Background: an optimization exercise with open tools, aiming at small area and a short achievable clock period. Do not read the settings as production practice.
In this exercise RTL edits were held to simulation tests only and were not proved equivalent to the original.
Power is estimated from default activity; no workload was simulated.

==> flow/design.v, too long to show whole: its modules and the start of the top module <==
// module mul_simd_top: 1093 lines
module mul_simd_top
(
   input  logic        clk,
   input  logic        rst_n,
   input  logic        in_valid,
   input  logic [1:0]  op,
   input  logic [31:0] a,
   input  logic [31:0] b,
   output logic        out_valid,
   output logic [63:0] result
);
  // ...
==> flow/run.sh <==
#!/bin/bash
# synth_recipe.tcl (not shown) runs the flow's synth.tcl, then flattens the netlist and writes it again
# the make line also repeats each setting of config.mk as NAME=value (left out here)
make -C /OpenROAD-flow-scripts/flow DESIGN_CONFIG=/design/flow/config.mk WORK_HOME=/design/flow/orfs CLKGATE_MAP_FILE= SYNTH_SCRIPT=/design/flow/synth_recipe.tcl finish
==> flow/config.mk <==
export PLATFORM = sky130hd
export DESIGN_NAME = mul_simd_top
export DESIGN_NICKNAME = mul_simd_top
export VERILOG_FILES = /design/flow/design.v
export SDC_FILE = /design/flow/constraint.sdc
export NUM_CORES = 4
export LEC_CHECK = 0
export CAP_MARGIN = 20
export CORE_MARGIN = 2
export CORE_UTILIZATION = 40
export SETUP_SLACK_MARGIN = 5
export SLEW_MARGIN = 20
==> flow/constraint.sdc <==
create_clock -name core_clock -period 9.5 [get_ports {clk}]
set_input_delay 1.9000 -clock core_clock [delete_from_list [all_inputs] [get_ports {clk}]]
set_output_delay 1.9000 -clock core_clock [all_outputs]
set_load 0.01 [all_outputs]
==> impl.org, run 1 <==
** Outcome
- Run status :: finished clean

** Route
- Drt total wl :: 56900 um
- In this run the top signal layer used is met5.
- Number of vias after detailed routing :: 15900
- Dividing the detail-routed wire length by the instance count gives 19.0 um.

** Global route
- Number of antenna violations at the first check in global routing :: 7
- Global routing consumed, on the met2 layer, 30.9% of the routing resources.
- Global routing used 29.5% of the available met1 tracks.

** Cells and area
- Core occupancy in the finished layout :: between 40% and 50%
- By area, the class that comes first in the final layout consists of multi-input combinational cells.
- Most frequent standard cell in the layout excluding fill and tap cells :: sky130_fd_sc_hd__dfxtp_1
- P&R area growth vs syn :: 16.5%
- Of the total standard cell area in the layout, the multi-input combinational portion is roughly 58%.
- In the final layout, flip-flops and latches occupy slightly below 6000 um^2.

** Power
- For this design the total switching power over the nets is 3110 uW.
- Of the total power, combinational logic draws 57.9%.
- Seq pwr :: 1760 uW
- The worst-case IR drop observed on VDD is 137 uV.
- Cell internal power was estimated by the tool at around 4600 uW.

** Setup path
- Crit Path Category :: flop to primary output
- Together, buffers and inverters on the worst path number 2.
- The most critical setup path has its endpoint at result[30].
- The startpoint identified for the worst register-to-register timing path is w1_r[0]$_DFF_P_.

** Placed design
- At the end of routability-driven placement, the weighted congestion stood at 0.874.
- Port buffer count :: 133

** Synth
- Library cells used by synthesis :: 67
- In this run the mean area of a mapped cell was 9.60 um^2.
- The most used flip-flop cell after synthesis is sky130_fd_sc_hd__dfxtp_1.
- Summing every instance area after synthesis gives 21500 um^2.
- Synthesis handed over a netlist of 2235 instances.

** Clock tree
- Clock-pin slew was measured on the worst setup and hold paths at around 0.06 ns.
- Buffer depth of the longest clock path :: 3
- CTS tree :: built
- Once the clock tree was built, the resizer swapped around 230 gates to a different size.

** Timing
- Relative slew margins :: 23.9%
- Worst Skew :: approximately 0.019 ns
- At the pin with the least slew margin, the transition time is 1.14 ns.
- The final count of pins violating max slew was 0.

** Floorplanning
- The floorplan step defined a die boundary enclosing 55500 um^2.
==> run 2: changes to the inputs <==
--- a/flow/design.v
+++ b/flow/design.v
@@ -96,19 +96,23 @@
       bo1_r <= d1_one;
       bt1_r <= d1_two;
       bn1_r <= {a[31], a[29], a[27], a[25], a[23], a[21], a[19], a[17]};
       ml1_r <= wide ? b[31:24] : {8{sgn & b[23]}};
       mh1_r <= wide ? b[23:16] : 8'd0;
       bx1_r <= sgn & b[31];
       r1_r  <= r1_d;
    end
-   logic [31:0] x0_r, y0_r;
+   logic [15:0] lo0_r;
+   logic cy0_r;
+   logic [31:16] x0_r, y0_r;
    logic w20_r;
-   logic [31:0] x1_r, y1_r;
+   logic [15:0] lo1_r;
+   logic cy1_r;
+   logic [31:16] x1_r, y1_r;
    logic w21_r;
    wire l0_onew0 = bo0_r[0] & w0_r[1];
    wire l0_twow0 = bt0_r[0] & w0_r[2];
    wire l0_nnw0 = ~bn0_r[0] & w0_r[3];
    wire l0_onew1 = bo0_r[1] & w0_r[0];
    wire l0_twow1 = bt0_r[1] & w0_r[1];
    wire l0_nnw1 = ~bn0_r[1] & w0_r[2];
    wire l0_onew2 = bo0_r[2] & w0_r[3];
@@ -522,16 +526,19 @@
    wire l0_c28_105 = (l0_c27_102 & l0_s28_104) | (l0_c27_102 & l0_c27_103) | (l0_s28_104 & l0_c27_103);
    wire l0_s29_106 = r0_r[21] ^ l0_pp6_17 ^ l0_pp7_15;
    wire l0_c29_106 = (r0_r[21] & l0_pp6_17) | (r0_r[21] & l0_pp7_15) | (l0_pp6_17 & l0_pp7_15);
    wire l0_hs29_16 = l0_c28_104 ^ l0_s29_106;
    wire l0_hc29_16 = l0_c28_104 & l0_s29_106;
    wire l0_s30_107 = r0_r[22] ^ l0_pp7_16 ^ l0_c29_106;
    wire l0_c30_107 = (r0_r[22] & l0_pp7_16) | (r0_r[22] & l0_c29_106) | (l0_pp7_16 & l0_c29_106);
    wire l0_s31_108 = r0_r[23] ^ l0_pp7_17 ^ l0_c30_107;
+   wire [15:0] l0_lx = {l0_hc14_9, l0_s14_38, l0_hc12_8, l0_hs12_8, l0_hc10_7, l0_s10_16, l0_hc8_6, l0_hc7_5, l0_s7_5, l0_hs6_4, l0_s5_1, l0_hs4_2, l0_hc2_0, l0_pp1_0, l0_pp0_1, bn0_r[0]};
+   wire [15:0] l0_ly = {l0_s15_45, l0_hs14_9, l0_s13_32, l0_c11_21, l0_s11_21, l0_hs10_7, l0_s9_12, l0_hs8_6, l0_hs7_5, l0_s6_3, l0_hs5_3, l0_s4_0, l0_hs3_1, l0_hs2_0, 1'b0, l0_pp0_0};
+   wire [16:0] l0_ls = {1'b0, l0_lx} + {1'b0, l0_ly};
    wire l1_onew0 = bo1_r[0] & w1_r[1];
    wire l1_twow0 = bt1_r[0] & w1_r[2];
    wire l1_nnw0 = ~bn1_r[0] & w1_r[3];
    wire l1_onew1 = bo1_r[1] & w1_r[0];
    wire l1_twow1 = bt1_r[1] & w1_r[1];
    wire l1_nnw1 = ~bn1_r[1] & w1_r[2];
    wire l1_onew2 = bo1_r[2] & w1_r[3];
    wire l1_twow2 = bt1_r[2] & w1_r[0];
@@ -944,51 +951,39 @@
    wire l1_c28_105 = (l1_c27_102 & l1_s28_104) | (l1_c27_102 & l1_c27_103) | (l1_s28_104 & l1_c27_103);
    wire l1_s29_106 = r1_r[21] ^ l1_pp6_17 ^ l1_pp7_15;
    wire l1_c29_106 = (r1_r[21] & l1_pp6_17) | (r1_r[21] & l1_pp7_15) | (l1_pp6_17 & l1_pp7_15);
    wire l1_hs29_16 = l1_c28_104 ^ l1_s29_106;
    wire l1_hc29_16 = l1_c28_104 & l1_s29_106;
    wire l1_s30_107 = r1_r[22] ^ l1_pp7_16 ^ l1_c29_106;
    wire l1_c30_107 = (r1_r[22] & l1_pp7_16) | (r1_r[22] & l1_c29_106) | (l1_pp7_16 & l1_c29_106);
    wire l1_s31_108 = r1_r[23] ^ l1_pp7_17 ^ l1_c30_107;
+   wire [15:0] l1_lx = {l1_hc14_9, l1_s14_38, l1_hc12_8, l1_hs12_8, l1_hc10_7, l1_s10_16, l1_hc8_6, l1_hc7_5, l1_s7_5, l1_hs6_4, l1_s5_1, l1_hs4_2, l1_hc2_0, l1_pp1_0, l1_pp0_1, bn1_r[0]};
+   wire [15:0] l1_ly = {l1_s15_45, l1_hs14_9, l1_s13_32, l1_c11_21, l1_s11_21, l1_hs10_7, l1_s9_12, l1_hs8_6, l1_hs7_5, l1_s6_3, l1_hs5_3, l1_s4_0, l1_hs3_1, l1_hs2_0, 1'b0, l1_pp0_0};
+   wire [16:0] l1_ls = {1'b0, l1_lx} + {1'b0, l1_ly};
    always_ff @(posedge clk) begin
       w20_r <= w0_r[0];
       w21_r <= w1_r[0];
-      x0_r[0] <= bn0_r[0];
-      y0_r[0] <= l0_pp0_0;
-      x0_r[1] <= l0_pp0_1;
-      y0_r[1] <= 1'b0;
-      x0_r[2] <= l0_pp1_0;
-      y0_r[2] <= l0_hs2_0;
-      x0_r[3] <= l0_hc2_0;
-      y0_r[3] <= l0_hs3_1;
-      x0_r[4] <= l0_hs4_2;
-      y0_r[4] <= l0_s4_0;
-      x0_r[5] <= l0_s5_1;
-      y0_r[5] <= l0_hs5_3;
-      x0_r[6] <= l0_hs6_4;
-      y0_r[6] <= l0_s6_3;
-      x0_r[7] <= l0_s7_5;
-      y0_r[7] <= l0_hs7_5;
-      x0_r[8] <= l0_hc7_5;
-      y0_r[8] <= l0_hs8_6;
-      x0_r[9] <= l0_hc8_6;
-      y0_r[9] <= l0_s9_12;
-      x0_r[10] <= l0_s10_16;
-      y0_r[10] <= l0_hs10_7;
-      x0_r[11] <= l0_hc10_7;
-      y0_r[11] <= l0_s11_21;
-      x0_r[12] <= l0_hs12_8;
-      y0_r[12] <= l0_c11_21;
-      x0_r[13] <= l0_hc12_8;
-      y0_r[13] <= l0_s13_32;
-      x0_r[14] <= l0_s14_38;
-      y0_r[14] <= l0_hs14_9;
-      x0_r[15] <= l0_hc14_9;
-      y0_r[15] <= l0_s15_45;
+      lo0_r[0] <= l0_ls[0];
+      lo0_r[1] <= l0_ls[1];
+      lo0_r[2] <= l0_ls[2];
+      lo0_r[3] <= l0_ls[3];
+      lo0_r[4] <= l0_ls[4];
+      lo0_r[5] <= l0_ls[5];
+      lo0_r[6] <= l0_ls[6];
+      lo0_r[7] <= l0_ls[7];
+      lo0_r[8] <= l0_ls[8];
+      lo0_r[9] <= l0_ls[9];
+      lo0_r[10] <= l0_ls[10];
+      lo0_r[11] <= l0_ls[11];
+      lo0_r[12] <= l0_ls[12];
+      lo0_r[13] <= l0_ls[13];
+      lo0_r[14] <= l0_ls[14];
+      lo0_r[15] <= l0_ls[15];
+      cy0_r <= (l0_ls[16] & w0_r[3]);
       x0_r[16] <= l0_s16_52;
       y0_r[16] <= l0_c15_45_k;
       x0_r[17] <= l0_c16_52;
       y0_r[17] <= l0_s17_59;
       x0_r[18] <= l0_s18_65;
       y0_r[18] <= l0_hs18_10;
       x0_r[19] <= l0_hc18_10;
       y0_r[19] <= l0_hs19_11;
@@ -1011,48 +1006,33 @@
       x0_r[28] <= l0_hc27_15;
       y0_r[28] <= l0_s28_105;
       x0_r[29] <= l0_hs29_16;
       y0_r[29] <= l0_c28_105;
       x0_r[30] <= l0_hc29_16;
       y0_r[30] <= l0_s30_107;
       x0_r[31] <= l0_s31_108;
       y0_r[31] <= 1'b0;
-      x1_r[0] <= bn1_r[0];
-      y1_r[0] <= l1_pp0_0;
-      x1_r[1] <= l1_pp0_1;
-      y1_r[1] <= 1'b0;
-      x1_r[2] <= l1_pp1_0;
-      y1_r[2] <= l1_hs2_0;
-      x1_r[3] <= l1_hc2_0;
-      y1_r[3] <= l1_hs3_1;
-      x1_r[4] <= l1_hs4_2;
-      y1_r[4] <= l1_s4_0;
-      x1_r[5] <= l1_s5_1;
-      y1_r[5] <= l1_hs5_3;
-      x1_r[6] <= l1_hs6_4;
-      y1_r[6] <= l1_s6_3;
-      x1_r[7] <= l1_s7_5;
-      y1_r[7] <= l1_hs7_5;
-      x1_r[8] <= l1_hc7_5;
-      y1_r[8] <= l1_hs8_6;
-      x1_r[9] <= l1_hc8_6;
-      y1_r[9] <= l1_s9_12;
-      x1_r[10] <= l1_s10_16;
-      y1_r[10] <= l1_hs10_7;
-      x1_r[11] <= l1_hc10_7;
-      y1_r[11] <= l1_s11_21;
-      x1_r[12] <= l1_hs12_8;
-      y1_r[12] <= l1_c11_21;
-      x1_r[13] <= l1_hc12_8;
-      y1_r[13] <= l1_s13_32;
-      x1_r[14] <= l1_s14_38;
-      y1_r[14] <= l1_hs14_9;
-      x1_r[15] <= l1_hc14_9;
-      y1_r[15] <= l1_s15_45;
+      lo1_r[0] <= l1_ls[0];
+      lo1_r[1] <= l1_ls[1];
+      lo1_r[2] <= l1_ls[2];
+      lo1_r[3] <= l1_ls[3];
+      lo1_r[4] <= l1_ls[4];
+      lo1_r[5] <= l1_ls[5];
+      lo1_r[6] <= l1_ls[6];
+      lo1_r[7] <= l1_ls[7];
+      lo1_r[8] <= l1_ls[8];
+      lo1_r[9] <= l1_ls[9];
+      lo1_r[10] <= l1_ls[10];
+      lo1_r[11] <= l1_ls[11];
+      lo1_r[12] <= l1_ls[12];
+      lo1_r[13] <= l1_ls[13];
+      lo1_r[14] <= l1_ls[14];
+      lo1_r[15] <= l1_ls[15];
+      cy1_r <= (l1_ls[16] & w1_r[3]);
       x1_r[16] <= l1_s16_52;
       y1_r[16] <= l1_c15_45_k;
       x1_r[17] <= l1_c16_52;
       y1_r[17] <= l1_s17_59;
       x1_r[18] <= l1_s18_65;
       y1_r[18] <= l1_hs18_10;
       x1_r[19] <= l1_hc18_10;
       y1_r[19] <= l1_hs19_11;
@@ -1076,19 +1056,15 @@
       y1_r[28] <= l1_s28_105;
       x1_r[29] <= l1_hs29_16;
       y1_r[29] <= l1_c28_105;
       x1_r[30] <= l1_hc29_16;
       y1_r[30] <= l1_s30_107;
       x1_r[31] <= l1_s31_108;
       y1_r[31] <= 1'b0;
    end
-   logic [16:0] f0_lo;
    logic [15:0] f0_hi;
-   assign f0_lo = {1'b0, x0_r[15:0]} + {1'b0, y0_r[15:0]};
-   assign f0_hi = x0_r[31:16] + y0_r[31:16] + {15'd0, f0_lo[16] & w20_r};
-   assign result[31:0] = {f0_hi, f0_lo[15:0]};
-   logic [16:0] f1_lo;
+   assign f0_hi = x0_r[31:16] + y0_r[31:16] + {15'd0, cy0_r};
+   assign result[31:0] = {f0_hi, lo0_r};
    logic [15:0] f1_hi;
-   assign f1_lo = {1'b0, x1_r[15:0]} + {1'b0, y1_r[15:0]};
-   assign f1_hi = x1_r[31:16] + y1_r[31:16] + {15'd0, f1_lo[16] & w21_r};
-   assign result[63:32] = {f1_hi, f1_lo[15:0]};
+   assign f1_hi = x1_r[31:16] + y1_r[31:16] + {15'd0, cy1_r};
+   assign result[63:32] = {f1_hi, lo1_r};
 endmodule
==> flow/flow/run.sh (new file) <==
#!/bin/bash
# Own layout flow: the standard synthesis unchanged, then the standard ORFS
# steps with a few resizer settings changed:
#  - port buffers are buf cells (the default pick is a slow delay buffer),
#  - the resizer may swap cells across footprints,
#  - repair_timing aims for extra setup slack (see knobs.sh).
# Each step's full output goes to a log file in this folder.
set -euo pipefail
cd "$(dirname "$0")/.."
source flow/knobs.sh
bash standard.sh synth > flow_synth.log 2>&1
bash standard.sh "${KNOBS[@]}" finish > flow_layout.log 2>&1
==> flow/flow/knobs.sh (new file) <==
KNOBS=(
  MATCH_CELL_FOOTPRINT=0
  "BUFFER_PORTS_ARGS=-buffer_cell sky130_fd_sc_hd__buf_2"
  SETUP_SLACK_MARGIN=5
)
==> flow/standard.sh (new file) <==
#!/bin/bash
# synth_recipe.tcl (not shown) runs the flow's synth.tcl, then flattens the netlist and writes it again
# the make line also repeats each setting of config.mk as NAME=value (left out here)
make -C /OpenROAD-flow-scripts/flow DESIGN_CONFIG=/design/flow/config.mk WORK_HOME=/design/flow/orfs CLKGATE_MAP_FILE= SYNTH_SCRIPT=/design/flow/synth_recipe.tcl "${@:-finish}"
==> flow/config.mk (replaced) <==
export PLATFORM = sky130hd
export DESIGN_NAME = mul_simd_top
export DESIGN_NICKNAME = mul_simd_top
export VERILOG_FILES = /design/flow/design.v
export SDC_FILE = /design/flow/constraint.sdc
export NUM_CORES = 4
export LEC_CHECK = 0
export CAP_MARGIN = 20
export CORE_MARGIN = 2
export CORE_UTILIZATION = 40
export SLEW_MARGIN = 20
removed: flow/run.sh
==> impl.org, run 2 <==
** Timing
- Relative slew margins :: 44.9% (+21 points)
- For the final routed database, the setup TNS stands at 0 ns.
- Tmin final :: 4.78 ns
- Setup violations remaining at the end of the flow were counted as 0.
- Setup repair after global routing could not meet its margin everywhere.
- Number of hold violations in the final report :: 0
- The final count of pins violating max slew was 0 (unchanged).
- Final clock period utilization by the worst path :: 50.3%
- For this run, the top clock speed supported by timing is approximately 210 MHz.
- The worst clock skew was 0.0149 ns (-0.00430 ns).
- The transition time of the tightest slew-check pin was 0.825 ns (-0.314 ns).
- On the final layout, the worst hold slack is 0.359 ns.

** Synth
- By area the synthesized netlist is led by sky130_fd_sc_hd__dfxtp_1 (25%), sky130_fd_sc_hd__fa_1 (21%), sky130_fd_sc_hd__xnor2_1 (10%).
- Most frequent cells after synthesis :: sky130_fd_sc_hd__inv_1 (271), sky130_fd_sc_hd__dfxtp_1 (259), sky130_fd_sc_hd__a22oi_1 (258), sky130_fd_sc_hd__xnor2_1 (240), sky130_fd_sc_hd__fa_1 (220)
- The synthesized area was 21100 um^2 (-1.8%).
- Net count of the mapped netlist :: 2620
- Mapped Avg Cell Area :: 9.45 um^2 (-1.6%)
- The number of distinct library cells after synthesis was 65 (-3.0%).
- For this run, the register share of the synthesized area comes to 24.8%.
- Dominant cell type by area after synthesis :: sky130_fd_sc_hd__dfxtp_1
- Register bit count reported by yosys :: approximately 260
- The share of synthesized area in the top cell type comes to 24.6%.
- Most frequently used flop master after synthesis :: sky130_fd_sc_hd__dfxtp_1
- For this run, the number of Yosys warnings is 1.
- Yosys instantiated no cell more often than sky130_fd_sc_hd__inv_1.
- Number of flops mapped to enable cells by yosys :: 0
- The synthesized netlist cell count was 2231 (-0.18%).
- Counting flops with an async set or reset pin after synthesis yields a share of less than 1%.

** Global route
- The first global-routing pass estimated 82400 um of wire.
- The via count of the first global-routing pass was 15800.
- Total global routing overflow :: 0
- Number of antenna violations at the first check in global routing :: 1 (-6)
- Pin count of the biggest net entering global routing :: ~70
- For this run, the total global-route usage over all layers was measured as 18.7%.

** Placed design
- After detailed placement, the total cell area comes to 21900 um^2.
- After legalization and detailed placement, the total HPWL measured about 40000 um.
- The global placer's final weighted congestion was 0.853 (-2.4%).
- Port buffer count :: 133 (unchanged)

** Route
- Drt total wl :: 51200 um (-10%)
- The routed via count came to 15400 (-3.0%).
- DRC marker count from the first detailed-route iteration :: 1168
- The average wire per standard cell came to 17.3 um (-9.0%).
- Once detail routing completed, the nets flagged for antenna violations numbered 0.
- The first detailed-routing pass took 6 iterations.
- Number of DRC violations after detailed routing :: 0
- Via/cell ratio :: 5.18

** Setup path
- Highest net fanout along the worst path :: 3
- Walking the worst path, the cells encountered are inv_2 -> fa_2 -> inv_2 -> fa_2 -> a21oi_4 -> o22ai_2 -> nor4_2 -> a21oi_2 -> a41oi_2 -> a211oi_2 -> xor2_1 -> buf_2.
- WP data arrival :: 2.88 ns
- The worst setup path is captured at a primary output.
- For the worst setup path, the data required time is between 7 and 8 ns.
- In this design, the stage delay of the slowest critical-path cell is 0.43 ns.
- STA classifies the critical path startpoint as a flop.
- Crit Path Category :: flop to primary output
- On the critical path, the stage with the largest delay is an instance of sky130_fd_sc_hd__fa_2.

** Cells and area
- Area used by sequential logic in the layout :: 5340 um^2 (-8.5%)
- Final net count :: 2642
- Final std cell area, no fill :: 23600 um^2
- Most frequent cells in the layout :: sky130_fd_sc_hd__inv_1 (265), sky130_fd_sc_hd__a22oi_1 (257), sky130_fd_sc_hd__xnor2_1 (237), sky130_fd_sc_hd__fa_1 (216), sky130_fd_sc_hd__dfxtp_1 (214)
- Leaving out fill and tap cells, the most frequent cell in the layout is sky130_fd_sc_hd__inv_1.
- Total area of multi-input combinational cells :: around 14000 um^2
- Fill cells in the final layout number 5085.
- The area growth from synthesis to layout is 11.9%.
- ANT cells :: 0
- The largest registers in the layout are r0_r: 24 flops, r1_r: 24 flops.
- Cells with a size suffix above 1 make up 14.6% of the layout.

** Floorplanning
- Die height :: between 200 and 250 um
- The initial utilization of the core area, before any placement, comes to 40.3%.
- Overall die area :: 54500 um^2 (-1.8%)
- The core region is 52300 um^2.
- Ports :: 134
- Standard-cell rows :: 84
- In this run the horizontal extent of the chip is 234 um.

** Clock tree
- Clk sink count :: about 260
- Cell chosen for the clock root :: sky130_fd_sc_hd__clkbuf_16
- Buffer depth of the longest clock path :: 3 (unchanged)
- CTS tree :: built
- In this run the number of H-tree levels came out at 1.
- Clock slew at reported path FFs :: 0.06 ns (about the same)
- TritonCTS Buffers :: 31
- For the worst-skew pair, the clock arrives at the later sink with an insertion delay of about 0.59 ns.

** Power
- Summed over all cells, the static leakage comes to 0.0101 uW.
- After layout, the design draws a total of 7680 uW.
- Cell area power density :: 326 nW/um^2
- The worst-case vdd ir drop is 187 uV (+36%).

** Min path
- Type of the tightest min-delay check :: flop to flop

** Flow run
- Across the run, the number of max-cap violations was 0.

** Outcome
- Run status :: finished clean
==> run 2: per-layer routing <==
metal	part of all wire (%)	vias to the layer above	GRT usage, %	wire length, um
met5	0	-	0	0
met1	41	7489	22.8	21000
met2	51	425	34.1	26200
li1	-	7362	-	-
met3	4.9	99	2.49	2490
met4	2.7	0	5.54	1390
==> run 2: worst paths after layout <==
path                                  startpoint                   to  slack (ns)  depth (start not counted)
worst max-delay path             y1_r[0]$_DFF_P_           result[62]        4.72                         12
worst min-delay path              v1_r$_DFF_PN0_  out_valid$_DFF_PN0_        0.36                          0
worst max register to register  ml1_r[2]$_DFF_P_    lo1_r[15]$_DFF_P_        5.17                         15
worst min register to register    v1_r$_DFF_PN0_  out_valid$_DFF_PN0_        0.36                          0
max in group asynchronous                  rst_n  out_valid$_DFF_PN0_        8.31                          1
min in group asynchronous                  rst_n       v1_r$_DFF_PN0_        1.09                          1
==> run 2: kinds of logic (layout without fill, tap and decap cells) <==
kind of cell,count (synthesis),in the layout,share of synthesized area [%]
AO/OA/AOI/OAI,479,479,15.8
XOR/XNOR,369,369,15.4
adder cells (fa/ha/maj),320,320,26.8
buffers and inverters,451,498,8.41
flip-flops,261,261,24.8
multiplexers,8,8,0.392
AND/OR/NAND/NOR,343,343,8.38
==> run 2: power breakdown <==
| part | total, uW | switching, uW | internal [uW] |
|---|---|---|---|
| clock network | 1180 | 487 | 697 |
| logic | 4890 | 2670 | 2220 |
| registers | 1610 | 201 | 1400 |
==> run 2: what timing repair did <==
item	CTS	global route
setup endpoints to repair	32	25
hold buffers	0	0
buffers inserted	9	17
gates resized for setup	89	47
gates cloned	0	0
pin swaps	29	20
==> run 2: worst max-delay path, delay by kind of cell, from the launching register on <==
kind | cells | cell delay [ns]
simple gates | 1 | 0.06
buf+inv | 3 | 0.26
fa+ha+maj | 2 | 0.66
xor+xnor | 1 | 0.16
flops | 1 | 0.32
compound gates | 5 | 0.84
==> run 2: area by class of cell <==
| type | instances | share of cell area [%] |
|---|---|---|
| Clock buffer | 39 | 3.63 |
| Clock inverter | 19 | 0.780 |
| Inverter | 272 | 4.33 |
| Multi-Input combinational cell | 1519 | 60.8 |
| Sequential cell | 261 | 22.6 |
| Tap cell | 688 | 3.65 |
| Timing Repair Buffer | 168 | 4.14 |
==> run 2: through the flow <==
stage | instances | utilization, % | worst slack (ns)
after detailed placement | 2882 | 41.9 | 3.90
after floorplan | 2231 | - | 4.99
after CTS | 2949 | 44.5 | 4.63
final | 2966 | 45.0 | 4.72
after global routing | 2966 | 45.0 | 4.58
after global placement | 2882 | 41.9 | 4.03
==> run 3: changes to the inputs <==
==> flow/flow/knobs.sh (replaced) <==
KNOBS=(
  MATCH_CELL_FOOTPRINT=0
  "BUFFER_PORTS_ARGS=-buffer_cell sky130_fd_sc_hd__buf_2"
  SETUP_SLACK_MARGIN=6.5
)
==> impl.org, run 3 <==
** Global route
- The wire length of the first global-routing pass came to 91200 um (+11%).
- Pin count of the biggest net entering global routing :: 68 (unchanged)
- The via count of the first global-routing pass was 16400 (+4.0%).
- The initial antenna violation count was 12 (+11).
- Overall global routing resource usage :: 21.4% (+2.7 points)
- Total global routing overflow :: 0 (unchanged)

** Timing
- Tmin final :: 4.70 ns (-0.0734 ns)
- The final-layout setup total negative slack is 0 ns (unchanged).
- Least-Margin Pin Slew :: 0.767 ns (-0.0582 ns)
- The final count of pins violating max slew was 0 (unchanged).
- Setup repair after global routing could not meet its margin everywhere.
- Post-layout worst setup margin :: 4.80 ns (+0.0734 ns)
- Max Freq :: 213 MHz (+1.6%)
- The final setup violation count was 0 (unchanged).
- Worst Skew :: 0.0380 ns (+0.0231 ns)
- Worst hold margin :: 0.359 ns (-0.000114 ns)
- Number of hold violations in the final report :: 0 (unchanged)
- Final clock period utilization by the worst path :: 49.5% (-0.77 points)
- Relative slew margins :: 47.5% (+2.7 points)

** Route
- The via-per-instance ratio is 5.29 (+2.1%).
- The average wire per standard cell is 18.8 um (+9.1%).
- The final routed wirelength across all metal layers came to 58700 um (+15%).
- The starting DRC count in detailed routing was 1280 (+9.6%).
- The routed via count was 16500 (+7.3%).
- The number of nets with antenna violations after routing was 0 (unchanged).
- Count of TritonRoute iterations in the first routing pass :: 6 (unchanged)
- The total DRC errors in the routed layout is 0 (unchanged).

** Power
- The power share of the sequential group is 16.5% (-4.4 points).
- The internal power component is 5680 uW (+31%).
- Tot Pwr :: 9670 uW (+26%)
- Cell area power density :: 353 nW/um^2 (+8.4%)
- The share of total power in the clock network was 15.0% (-0.4 points).
- Max VDD drop :: 309 uV (+65%)
- The combinational power share was 68.5% (+4.8 points).
- P_sw :: 3990 uW (+19%)
- The net switching share of the total power is 41.3% (-2.5 points).
- The leakage component of the power came to 0.0113 uW (+12%).

** Synth
- Mapped Avg Cell Area :: 9.45 um^2 (unchanged)
- Sequential-to-total area share from yosys stat :: 24.8% (unchanged)
- Simple logic cell fraction of the synthesized area :: 8.38% (unchanged)
- The number of flops mapped to enable cells by yosys was 0 (unchanged).
- Fraction of synthesized cell area taken by the top area cell type :: 24.6% (unchanged)
- After synthesis, the most frequently instantiated cells are sky130_fd_sc_hd__inv_1 (271), sky130_fd_sc_hd__dfxtp_1 (259), sky130_fd_sc_hd__a22oi_1 (258), sky130_fd_sc_hd__xnor2_1 (240), sky130_fd_sc_hd__fa_1 (220).
- The synthesized-area fraction occupied by ao, oa, aoi and oai cells came to 15.8% (unchanged).
- The share of synthesized area spent on multiplexers is 0.392% (unchanged).
- Dominant cell type by area after synthesis :: sky130_fd_sc_hd__dfxtp_1
- The number of nets produced by synthesis came to 2620 (unchanged).
- Share of flip-flops with an asynchronous set or reset after synthesis :: 0.766% (unchanged)
- Yosys attributes the largest share of cell area to sky130_fd_sc_hd__dfxtp_1 (25%), sky130_fd_sc_hd__fa_1 (21%), sky130_fd_sc_hd__xnor2_1 (10%).
- Most used standard cell by instance count after synthesis :: sky130_fd_sc_hd__inv_1
- The number of distinct library cells after synthesis came to 65 (unchanged).
- Synthesized instance count :: 2231 (unchanged)
- Register bit count reported by yosys :: 261 (unchanged)
- The xor and xnor fraction of the mapped netlist area is 15.4% (unchanged).
- The synthesis warning total is 1 (unchanged).
- Mapped cell area :: 21100 um^2 (unchanged)
- Combinational family with the most area after synthesis :: adder cells
- Post-synthesis adder-cell area fraction :: 26.8% (unchanged)
- In the synthesized netlist the dominant register cell turns out to be sky130_fd_sc_hd__dfxtp_1.

** Flow run
- Reported max-cap violation count :: 0 (unchanged)

** Cells and area
- Final net count :: 2790 (+5.6%)
- Filler cell count in the final layout :: 4604 (-9.5%)
- Biggest registers after layout :: r0_r: 24 flops, r1_r: 24 flops
- Most frequent standard cell in the layout excluding fill and tap cells :: sky130_fd_sc_hd__xnor2_1
- The area growth from synthesis to layout is 29.9%.
- Fraction of layout cells with a size suffix above 1 :: 37.0% (+22 points)
- In the layout the commonest cells are sky130_fd_sc_hd__xnor2_1 (204), sky130_fd_sc_hd__inv_1 (196), sky130_fd_sc_hd__a22oi_1 (183), sky130_fd_sc_hd__dfxtp_1 (172), sky130_fd_sc_hd__fa_1 (146).

** Setup path
- In this run the critical register-to-register path is captured at lo0_r[15]$_DFF_P_.
- The critical path buffer and inverter count was 3 (unchanged).
- The maximum fanout count along the critical path is 3 (unchanged).
- Slack of the worst reg-to-reg path :: 5.52 ns (+0.35 ns)
- Worst Setup Start Kind :: flop
- The worst reg-to-reg path cell count is 14 (-1).
- Crit Path Category :: flop to primary output
- The worst setup path is captured at a primary output.
- Launching point of the worst reg2reg path :: w1_r[0]$_DFF_P_
- Cell type group with the largest total delay on the critical path :: compound AO/OA/AOI/OAI gates
- Ordered list of cells on the worst path :: inv_2 -> fa_2 -> inv_2 -> fa_2 -> a21oi_4 -> o22ai_4 -> nor4_2 -> a21oi_2 -> a41oi_2 -> a211oi_2 -> xor2_1 -> buf_2
- The arrival time at the worst endpoint was 2.80 ns (-0.08 ns).
- The critical path required time was 7.60 ns (about the same).
- Maximum cell stage delay along the critical path :: 0.39 ns (-0.04 ns)
- The slowest stage of the critical path belongs to the cell sky130_fd_sc_hd__fa_2.

** Floorplanning
- Die width :: 234 um (unchanged)
- The core box area came to 52300 um^2 (unchanged).
- Standard-cell rows :: 84 (unchanged)
- The starting utilization of the core area is 40.3% (unchanged).
- Die height :: 234 um (unchanged)
- Ports :: 134 (unchanged)
- The die area came to 54500 um^2 (unchanged).

** Clock tree
- Number of hold buffers added after cts :: 0 (unchanged)
- Clk sink count :: 261 (unchanged)
- The total clock buffers created by CTS was 34 (+9.7%).
- Cell chosen for the clock root :: sky130_fd_sc_hd__clkbuf_16
- Clock slew at reported path FFs :: 0.06 ns (about the same)
- Clock latency (worst-skew pair) :: 0.55 ns (-0.04 ns)
- TritonCTS built the clock tree.
- Buffer depth of the longest clock path :: 3 (unchanged)
- The number of levels in the clock H-tree is 2 (+1).

** Placed design
- Half-perimeter wire length after placement :: 42000 um (+4.5%)
- The worst setup timing slack at the placement stage came to 4.66 ns (+0.758 ns).
- The number of buffer cells added on primary ports was 133 (unchanged).
- Gpl congestion :: 0.844 (-1.0%)

** Min path
- The hold path depth was 0 (unchanged).
- Worst Hold Path EP :: out_valid$_DFF_PN0_
- The startpoint identified for the worst hold timing path is v1_r$_DFF_PN0_.
- The path class of the tightest hold or removal check is flop to flop.

** Outcome
- The run finished with no timing, DRC or antenna violations.
run 3: cell count changes in the layout (fill, tap and decap cells not counted), moves of 28 or more:
cell / before / now
sky130_fd_sc_hd__inv_2: 6 / 74
sky130_fd_sc_hd__buf_4: 27 / 124
sky130_fd_sc_hd__buf_6: 7 / 40
sky130_fd_sc_hd__fa_2: 4 / 74
sky130_fd_sc_hd__xnor2_1: 237 / 204
sky130_fd_sc_hd__fa_1: 216 / 146
sky130_fd_sc_hd__inv_1: 265 / 196
sky130_fd_sc_hd__a22oi_1: 257 / 183
sky130_fd_sc_hd__a22oi_2: 1 / 75
sky130_fd_sc_hd__dfxtp_4: 18 / 46
sky130_fd_sc_hd__dfxtp_1: 214 / 172
sky130_fd_sc_hd__ha_4: 4 / 33
sky130_fd_sc_hd__ha_1: 95 / 64
run 3: worst max path at each step:
stage / startpoint / to / slack, ns / cells past startpoint
after global placement: w1_r[0]$_DFF_P_ / lo1_r[14]$_DFF_P_ / 4.82 / 13
after detailed placement: w1_r[0]$_DFF_P_ / lo1_r[14]$_DFF_P_ / 4.66 / 13
final: y1_r[0]$_DFF_P_ / result[62] / 4.80 / 12
after CTS: cy0_r$_DFF_P_ / result[30] / 4.77 / 12
after global routing: y1_r[0]$_DFF_P_ / result[62] / 4.63 / 12
after floorplan: y1_r[0]$_DFF_P_ / result[62] / 5.44 / 11
run 3: per-stage QoR:
step	util [%]	instances	instance area, um^2
floorplan	-	2231	22500
global placement	43.7	2883	22900
detailed placement	43.7	2883	22900
CTS	50.2	3057	26300
global route	52.3	3114	27400
finish	52.3	3118	27400
run 3: final cells by class:
type	instances	area, um^2	area share, %
Antenna cell	6	15.0	0.0549
Clock buffer	44	958	3.50
Clock inverter	15	305	1.12
Inverter	272	1030	3.76
Multi-Input combinational cell	1519	16300	59.5
Sequential cell	261	5460	19.9
Tap cell	688	861	3.15
Timing Repair Buffer	313	2460	8.98
run 3: timing repair:
action	CTS	global route
setup buffers	114	55
pin swaps	162	115
gates cloned	1	0
setup endpoints to repair	136	117
resized for setup	366	145
run 3: cells by family after synthesis:
group	after synthesis
AO/OA/AOI/OAI	479
XOR/XNOR	369
AND/OR/NAND/NOR	343
buffers and inverters	451
flip-flops	261
multiplexers	8
adder cells (fa/ha/maj)	320
run 3: routing by layer:
layer | share of wire (%) | global-route usage (%) | vias to the layer above
met2 | 44 | 32.7 | 629
li1 | - | - | 7665
met4 | 3.2 | 6.88 | 10
met1 | 45 | 30.2 | 8079
met5 | 0.097 | 0 | -
met3 | 7.6 | 4.27 | 115
run 3: power groups by stage:
stage	Sequential [uW]	Clock [uW]	Combinational (uW)
2_1_floorplan	1530	0	4270
6_report	1590	1450	6620
5_1_grt	1620	1540	7400
4_1_cts	1600	1490	6210
3_3_place_gp	1630	0	5240
3_5_place_dp	1630	0	5350
==> run 4: changes to the inputs <==
==> flow/run.sh (new file) <==
#!/bin/bash
# synth_recipe.tcl (not shown) runs the flow's synth.tcl, then flattens the netlist and writes it again
# the make line also repeats each setting of config.mk as NAME=value (left out here)
make -C /OpenROAD-flow-scripts/flow DESIGN_CONFIG=/design/flow/config.mk WORK_HOME=/design/flow/orfs CLKGATE_MAP_FILE= SYNTH_SCRIPT=/design/flow/synth_recipe.tcl finish
--- a/flow/config.mk
+++ b/flow/config.mk
@@ -8,4 +8,5 @@
 export CAP_MARGIN = 20
 export CORE_MARGIN = 2
 export CORE_UTILIZATION = 40
+export SETUP_SLACK_MARGIN = 5
 export SLEW_MARGIN = 20
removed: flow/flow/run.sh
removed: flow/flow/knobs.sh
removed: flow/standard.sh
==> impl.org, run 4 <==
** Outcome
- The flow ran to the end and the layout has no timing, DRC or antenna violations.

** Clock tree
- The root buffer cell chosen for the clock tree is sky130_fd_sc_hd__clkbuf_16.
- The clock-pin transition on the worst setup and hold timing paths came to 0.06 ns (about the same).
- Clk sink count :: 261 (unchanged)
- CTS tree :: built
- Buffer depth of the longest clock path :: 3 (unchanged)
- The number of hold-repair buffers added at the cts stage is 0 (unchanged).
- TritonCTS Buffers :: 30 (-12%)
- Number of H-tree levels :: 1 (-1)
- The clock latency on the worst-skew pair was 0.58 ns (+0.03 ns).

** Floorplanning
- The starting utilization of the core area is 40.3% (unchanged).
- The core box area came to 52300 um^2 (unchanged).
- Die height :: 234 um (unchanged)
- The top-level I/O count is 134 (unchanged).
- Standard-cell rows :: 84 (unchanged)
- The die extent in x is 234 um (unchanged).
- The die area was 54500 um^2 (unchanged).

** Placed design
- Port buffer count :: 133 (unchanged)
- Placed cell area :: 22600 um^2 (-1.3%)
- Half-perimeter wire length after placement :: 40500 um (-3.4%)
- Gpl congestion :: 0.885 (+4.8%)

** Setup path
- Highest net fanout along the worst path :: 3 (unchanged)
- Critical Path Slowest Stage Cell :: sky130_fd_sc_hd__fa_2
- Worst Setup Start Kind :: flop
- Crit Path Category :: flop to primary output
- Cell type group with the largest total delay on the critical path :: compound AO/OA/AOI/OAI gates
- Launching point of the worst reg2reg path :: bt0_r[6]$_DFF_P_
- The signal on the critical path passes through inv_2 -> fa_2 -> inv_2 -> fa_2 -> a21oi_4 -> o22ai_2 -> nor4_2 -> a21oi_2 -> a41oi_2 -> buf_4 -> a211oi_2 -> xor2_1 -> buf_2.
- The worst setup path is captured at a primary output.
- Data required time at the worst endpoint :: 7.60 ns (about the same)
- The endpoint identified for the worst register-to-register timing path is lo0_r[15]$_DFF_P_.
- Maximum cell stage delay along the critical path :: 0.43 ns (+0.04 ns)
- Slack of the worst reg-to-reg path :: 5.11 ns (-0.41 ns)
- The critical path buffer and inverter count came to 4 (+1).
- Critical path origin :: y1_r[0]$_DFF_P_
- WP data arrival :: 3.00 ns (+0.20 ns)
- Number of cells on the worst reg-to-reg path :: 11 (-3)

** Min path
- The worst hold path begins at v1_r$_DFF_PN0_.
- Type of the tightest min-delay check :: flop to flop
- Worst Hold Path EP :: out_valid$_DFF_PN0_
- Hold Path Cell Cnt :: 0 (unchanged)

** Timing
- The final-layout setup total negative slack came to 0 ns (unchanged).
- Worst Skew :: 0.0170 ns (-0.0210 ns)
- Setup repair after global routing missed its margin :: yes
- The time the worst path needs with I/O delays and setup was 4.90 ns (+0.200 ns).
- The transition time of the tightest slew-check pin is 0.889 ns (+0.121 ns).
- The final count of pins violating max slew is 0 (unchanged).
- Number of hold violations in the final report :: 0 (unchanged)
- The worst max-slew margin expressed relative to the limit was 40.6% (-6.9 points).
- The final cycle utilization of the critical path was 51.6% (+2.1 points).
- Max Freq :: 204 MHz (-4.1%)
- Setup violators final :: 0 (unchanged)

** Route
- The total length of routed met3 wires is 2610 um (-41%).
- The total DRC errors in the routed layout came to 0 (unchanged).
- The starting DRC count in detailed routing came to 989 (-23%).
- Top Layer Used :: met4
- Post-DRT Antenna Nets :: 0 (unchanged)
- Via/cell ratio :: 5.22 (-1.3%)
- Routed length on met1 :: 21800 um (-18%)
- The met2 wire length came to 27000 um (+4.3%).
- Count of TritonRoute iterations in the first routing pass :: 5 (-1)
- Average routed wire per standard cell :: 17.6 um (-6.4%)
- The final routed wirelength across all metal layers is 52400 um (-11%).
- The routed via count is 15500 (-5.8%).

** Synth
- Library cells used by synthesis :: 65 (unchanged)
- In the synthesized netlist the dominant register cell turns out to be sky130_fd_sc_hd__dfxtp_1.
- The mean cell area of the mapped netlist was 9.45 um^2 (unchanged).
- Top area cells in the synthesized netlist :: sky130_fd_sc_hd__dfxtp_1 (25%), sky130_fd_sc_hd__fa_1 (21%), sky130_fd_sc_hd__xnor2_1 (10%)
- Register bit count reported by yosys :: 261 (unchanged)
- Sorting the synthesized cells by how often they occur yields sky130_fd_sc_hd__inv_1 (271), sky130_fd_sc_hd__dfxtp_1 (259), sky130_fd_sc_hd__a22oi_1 (258), sky130_fd_sc_hd__xnor2_1 (240), sky130_fd_sc_hd__fa_1 (220).
- Of all cell types, the one taking the most synthesized area is sky130_fd_sc_hd__dfxtp_1.
- The share of flip-flops with an asynchronous set or reset is 0.766% (unchanged).
- Mapped cell area :: 21100 um^2 (unchanged)
- Fraction of synthesized cell area taken by the top area cell type :: 24.6% (unchanged)
- The number of flops mapped to enable cells by yosys was 0 (unchanged).
- The number of nets produced by synthesis is 2620 (unchanged).
- The synthesis warning total came to 1 (unchanged).
- By instance count, the leading cell after synthesis is sky130_fd_sc_hd__inv_1.
- Synthesized instance count :: 2231 (unchanged)
- Sequential-to-total area share from yosys stat :: 24.8% (unchanged)

** Cells and area
- Fraction of layout cells with a size suffix above 1 :: 11.0% (-26 points)
- Final net count :: 2653 (-4.9%)
- The area of all placed cells without fillers is 24400 um^2 (-11%).
- The library cell used most frequently in the layout, excluding fill and tap cells, is sky130_fd_sc_hd__inv_1.
- P&R area growth vs syn :: 15.6%
- Core occupancy in the finished layout :: 46.6% (-5.7 points)
- The largest registers in the layout are r0_r: 24 flops, r1_r: 24 flops.
- The count of filler cells inserted in the layout was 4992 (+8.4%).
- Most frequent cells in the layout :: sky130_fd_sc_hd__inv_1 (263), sky130_fd_sc_hd__a22oi_1 (256), sky130_fd_sc_hd__xnor2_1 (232), sky130_fd_sc_hd__fa_1 (215), sky130_fd_sc_hd__dfxtp_1 (200)

** Global route
- Vias in the first global route :: 16000 (-2.7%)
- Wire length of the first global-routing pass :: 84600 um (-7.3%)
- Total global routing overflow :: 0 (unchanged)
- Number of antenna violations at the first check in global routing :: 2 (-10)
- The total routing resource utilization after global routing is 19.3% (-2.1 points).
- The largest net degree at the start of global routing is 67 (-1.5%).

** Flow run
- Reported max-cap violation count :: 0 (unchanged)

** Power
- Max VDD drop :: 222 uV (-28%)
- Cell area power density :: 327 nW/um^2 (-7.4%)
- Leakage power total :: 0.0102 uW (-9.8%)
## run 4: cell counts after synthesis
Identical to the previous run, type by type.
## run 4: cell families after synthesis
| family | synth area share (%) |
|---|---|
| DFF | 24.8 |
| and+or+nand+nor | 8.38 |
| muxes | 0.392 |
| xor gates and xnor gates | 15.4 |
| adders and majority gates | 26.8 |
| AOI/OAI and AO/OA | 15.8 |
| buffers and inverters | 8.41 |
## run 4: report_power, final
group,leakage [uW],internal [uW],switching [uW]
clock network,0.000507,731,462
registers,0.00221,1410,196
logic,0.00749,2410,2760
total,0.0102,4550,3420
## run 4: layout make-up
type	instances	area (um^2)	share of cell area, %
antenna	1	2.50	0.0103
clock buffer	45	898	3.69
clock inverter	10	135	0.555
inverter	272	1020	4.19
multi-input combinational	1519	14400	59.3
sequential	261	5370	22.0
tap	688	861	3.53
timing repair buffer	180	1640	6.72
## run 4: how the worst max path moves through the flow
stage	to	cells after the start
floorplan	lo1_r[14]$_DFF_P_	13
global placement	lo0_r[15]$_DFF_P_	18
detailed placement	lo0_r[15]$_DFF_P_	18
CTS	result[62]	13
global route	result[62]	13
finish	result[62]	13
## run 4: repair_timing
item,4_1_cts,5_1_grt
endpoints found under the setup margin,40,33
cloned,0,1
resized for setup,183,75
buffers inserted,19,17
pin swaps,23,20
## run 4: routing by layer
| metal | GRT usage (%) | vias up |
|---|---|---|
| li1 | - | 7373 |
| met1 | 23.6 | 7676 |
| met2 | 35.4 | 402 |
| met3 | 2.58 | 86 |
| met4 | 4.67 | 0 |
| met5 | 0 | - |
## run 4: per-stage QoR
stage               instances  power (uW)  setup WS, ns  hold slack [ns]
floorplan                2231        5040          5.01            0.331
global placement         2883        6460          4.26            0.340
detailed placement       2883        6610          4.07            0.348
CTS                      2957        7950          4.52            0.365
global route             2976        8830          4.45            0.376
finish                   2976        7970          4.60            0.358

==> static timing again, ports no longer ideal <==
Ports are ideal in the flow. The routed layouts listed here were re-timed in OpenROAD.
Step 1 (the two cells are an assumption about what drives the block):
set clk [get_ports {clk}]
set_driving_cell -lib_cell sky130_fd_sc_hd__clkbuf_16 $clk
set_driving_cell -lib_cell sky130_fd_sc_hd__buf_2 [delete_from_list [all_inputs] $clk]
Step 2 moves the port delays by t, midway between the first and last clock arrival at a register: inputs arrive t later, outputs are due t later. That takes back most of the time a late clock gives input paths.
Three values: no drivers, after step 1, after step 2; two values: the first two.
run | t (ns) | setup WS [ns] | worst setup path after step 2
run 1 | 0.609 | 2.986 / 2.928 / 3.536 | register to output
run 2 | 0.631 | 4.722 / 4.669 / 4.727 | input to register
run 3 | 0.589 | 4.796 / 4.740 / 5.329 | register to output
run 4 | 0.623 | 4.595 / 4.539 / 4.750 | input to register
After both steps every run listed still meets setup and hold.
